What follows belongs to an exercise in optimizing a design on an open flow for small area, a short achievable clock period and few clock cycles per item; a production flow would make more cautious choices. RTL that was checked went through simulation tests only; none was proved equivalent to the original. Power is estimated from default activity; no workload was simulated.

== rev 12 ==
## pipelined_alu
module pipelined_alu #(
   parameter int WIDTH   = 32,
   parameter int LATENCY = 2,
   parameter int TAG_W   = 8
) (
   input  logic             clk,
   input  logic             reset,
   input  logic             in_valid,
   output logic             in_ready,
   input  logic [WIDTH-1:0] op_a,
   input  logic [WIDTH-1:0] op_b,
   input  logic [3:0]       opcode,
   input  logic [TAG_W-1:0] in_tag,
   output logic             out_valid,
   input  logic             out_ready,
   output logic [WIDTH-1:0] result,
   output logic [TAG_W-1:0] out_tag,
   output logic             flag_z,
   output logic             flag_c,
   output logic             flag_v,
   output logic             err,
   output logic             busy
);
   logic adv;
   logic v1, v2;
   assign adv = !v2 | out_ready;
   assign in_ready = adv;
   assign out_valid = v2;
   assign busy = v1 | v2;
   wire [3:0] op = opcode;
   wire is_add  = op == 4'd0;
   wire is_sub  = op == 4'd1;
   wire is_and  = op == 4'd2;
   wire is_or   = op == 4'd3;
   wire is_xor  = op == 4'd4;
   wire is_shl  = op == 4'd5;
   wire is_shr  = op == 4'd6;
   wire is_sra  = op == 4'd7;
   wire is_slt  = op == 4'd8;
   wire is_sltu = op == 4'd9;
   wire is_mul  = op == 4'd10;
   wire is_ill  = op > 4'd10;
   wire sub_m   = is_sub | is_slt | is_sltu;
   wire use_ab0 = is_add | sub_m | is_and | is_or | is_xor;
   wire rsh     = is_shr | is_sra;
   wire is_sh   = is_shl | rsh;
  ...
Size in the first run: about 2000 cells after synthesis, ~21000 µm² of cells after synthesis.
Settings: LEC_CHECK=0, CAP_MARGIN=20, CORE_MARGIN=2, CORE_UTILIZATION=40, SETUP_SLACK_MARGIN=5, SLEW_MARGIN=20, SYNTH_HIERARCHICAL=1; clock period 10.0 ns.
standard.sh (not shown) runs the stock make flow with config.mk's settings and CLKGATE_MAP_FILE= SYNTH_SCRIPT=/design/flow/synth_recipe.tcl, a recipe that flattens the netlist after the stock synthesis.
==> flow/flow/run.sh <==
#!/bin/bash
# The standard layout, with the ports buffered by buf_1 cells instead of the delay-type
# buffer that buffer_ports picks by default.
set -euo pipefail
bash standard.sh "BUFFER_PORTS_ARGS=-buffer_cell sky130_fd_sc_hd__buf_1" finish > standard_make.log 2>&1
Rev 12 ran to completion and came out clean on the timing, DRC and antenna checks.
#### Input delta (rev 13 over rev 12)
--- a/flow/design.v
+++ b/flow/design.v
@@ -51,45 +51,43 @@
          ma0[i]  = rsh ? op_a[31-i] ^ fill0 : op_a[i];
          ohot[i] = op_b[4:0] == 5'(i);
       end
    end
    assign bm0 = ({32{is_mul}} & op_b) | ({32{is_sh}} & ohot) | ({32{use_ab0}} & (op_b ^ {32{sub_m}}));
    logic [31:0] ma;
    logic [7:0]  tag1;
    logic [3:0]  op1;
-   logic [15:0] one0, two0, neg0;
-   always_comb begin
-      for (int j = 0; j < 16; j++) begin
-         logic b0, b1, b2;
-         b0 = (j == 0) ? 1'b0 : bm0[2*j-1];
-         b1 = bm0[2*j];
-         b2 = bm0[2*j+1];
-         one0[j] = b1 ^ b0;
-         two0[j] = (b2 & !b1 & !b0) | (!b2 & b1 & b0);
-         neg0[j] = b2;
-      end
-   end
-   logic [15:0] d_one, d_two, d_neg;
+   logic [31:0] bm;
    logic fill1;
    always_ff @(posedge clk) begin
       if (adv) begin
-         ma <= ma0; d_one <= one0; d_two <= two0; d_neg <= neg0; tag1 <= in_tag; op1 <= op;
+         ma <= ma0; bm <= bm0; tag1 <= in_tag; op1 <= op;
          fill1 <= fill0;
       end
    end
    wire use_ab1 = op1 < 4'd5 || op1 == 4'd8 || op1 == 4'd9;
    wire cin1 = op1 == 4'd1 || op1 == 4'd8 || op1 == 4'd9;
-   logic [31:0] bm;
-   always_comb begin
-      for (int j = 0; j < 16; j++) begin
-         bm[2*j+1] = d_neg[j];
-         bm[2*j]   = d_one[j] ^ ((j == 0) ? 1'b0 : d_neg[j-1]);
-      end
-   end
+   logic [15:0] d_one, d_two, d_neg;
+   pipelined_alu_be u_be0 (.b2(bm[1]), .b1(bm[0]), .b0(1'b0), .one(d_one[0]), .two(d_two[0]), .neg(d_neg[0]));
+   pipelined_alu_be u_be1 (.b2(bm[3]), .b1(bm[2]), .b0(bm[1]), .one(d_one[1]), .two(d_two[1]), .neg(d_neg[1]));
+   pipelined_alu_be u_be2 (.b2(bm[5]), .b1(bm[4]), .b0(bm[3]), .one(d_one[2]), .two(d_two[2]), .neg(d_neg[2]));
+   pipelined_alu_be u_be3 (.b2(bm[7]), .b1(bm[6]), .b0(bm[5]), .one(d_one[3]), .two(d_two[3]), .neg(d_neg[3]));
+   pipelined_alu_be u_be4 (.b2(bm[9]), .b1(bm[8]), .b0(bm[7]), .one(d_one[4]), .two(d_two[4]), .neg(d_neg[4]));
+   pipelined_alu_be u_be5 (.b2(bm[11]), .b1(bm[10]), .b0(bm[9]), .one(d_one[5]), .two(d_two[5]), .neg(d_neg[5]));
+   pipelined_alu_be u_be6 (.b2(bm[13]), .b1(bm[12]), .b0(bm[11]), .one(d_one[6]), .two(d_two[6]), .neg(d_neg[6]));
+   pipelined_alu_be u_be7 (.b2(bm[15]), .b1(bm[14]), .b0(bm[13]), .one(d_one[7]), .two(d_two[7]), .neg(d_neg[7]));
+   pipelined_alu_be u_be8 (.b2(bm[17]), .b1(bm[16]), .b0(bm[15]), .one(d_one[8]), .two(d_two[8]), .neg(d_neg[8]));
+   pipelined_alu_be u_be9 (.b2(bm[19]), .b1(bm[18]), .b0(bm[17]), .one(d_one[9]), .two(d_two[9]), .neg(d_neg[9]));
+   pipelined_alu_be u_be10 (.b2(bm[21]), .b1(bm[20]), .b0(bm[19]), .one(d_one[10]), .two(d_two[10]), .neg(d_neg[10]));
+   pipelined_alu_be u_be11 (.b2(bm[23]), .b1(bm[22]), .b0(bm[21]), .one(d_one[11]), .two(d_two[11]), .neg(d_neg[11]));
+   pipelined_alu_be u_be12 (.b2(bm[25]), .b1(bm[24]), .b0(bm[23]), .one(d_one[12]), .two(d_two[12]), .neg(d_neg[12]));
+   pipelined_alu_be u_be13 (.b2(bm[27]), .b1(bm[26]), .b0(bm[25]), .one(d_one[13]), .two(d_two[13]), .neg(d_neg[13]));
+   pipelined_alu_be u_be14 (.b2(bm[29]), .b1(bm[28]), .b0(bm[27]), .one(d_one[14]), .two(d_two[14]), .neg(d_neg[14]));
+   pipelined_alu_be u_be15 (.b2(bm[31]), .b1(bm[30]), .b0(bm[29]), .one(d_one[15]), .two(d_two[15]), .neg(d_neg[15]));
    wire bo0 = d_one[0];
    wire bt0 = d_two[0];
    wire bn0 = d_neg[0];
    wire pp0_0 = (bo0 & ma[0]) ^ bn0;
    wire pp0_1 = ((bo0 & ma[1]) | (bt0 & ma[0])) ^ bn0;
    wire pp0_2 = ((bo0 & ma[2]) | (bt0 & ma[1])) ^ bn0;
    wire pp0_3 = ((bo0 & ma[3]) | (bt0 & ma[2])) ^ bn0;
    wire pp0_4 = ((bo0 & ma[4]) | (bt0 & ma[3])) ^ bn0;
@@ -1161,8 +1159,13 @@
    assign p = ph & pl;
 endmodule
 module pipelined_alu_pg (input logic gh, ph, gl, output logic g);
    assign g = gh | (ph & gl);
 endmodule
 module pipelined_alu_x2 (input logic a, b, output logic y);
    assign y = a ^ b;
 endmodule
+module pipelined_alu_be (input logic b2, b1, b0, output logic one, two, neg);
+   assign one = b1 ^ b0;
+   assign two = (b2 & !b1 & !b0) | (!b2 & b1 & b0);
+   assign neg = b2;
+endmodule
--- outcome ---
[compare] base=rev 12 new=rev 13: flip-flop and latch count after synthesis fell by about 9%, tap cell instance count fell by 8, multi-input combinational cell count fell by about 1.5%, area enclosed by the die boundary fell by 2.4%. Lower routed wire length among rev 13 and rev 12: rev 12. Against rev 12 as the reference, rev 13 delivers a lower overall die width. On rev 13: proportion of power drawn by the clock network is 0.7 points lower than what rev 12 gave. Rev 13 against rev 12: flip-flop and latch share of the layout cell area went down 3.0 points; utilization after layout went up by 3.5 points.
Testbench counts of rev 13, summed over its fixed seeds: cycles 16,016, items 16,000.
No functional check of the RTL was part of rev 12.

## what the ideal ports hide
How much do the figures lean on ideal ports? The routed layouts below were timed once more, with nothing changed but the port constraints. Step 1, drivers: a clkbuf_16 drives clk and a buf_2 each remaining input, both assumed. Step 2 moves the port delays by t, midway between the first and last clock arrival at a register: inputs arrive t later, outputs are due t later. That takes back most of the time a late clock gives input paths. a / b / c = no drivers / after step 1 / after step 2; a / b = the first two.
run | t, ns | setup WS [ns] | clock arrival spread, ns | worst register clock-pin slew, ns
rev 12 | 0.514 | 4.773 / 4.717 / 5.091 | 0.024 / 0.024 | 0.09 / 0.09
rev 13 | 0.506 | 4.716 / 4.665 / 5.027 | 0.024 / 0.025 | 0.09 / 0.09
After both steps every run listed still meets setup and hold.
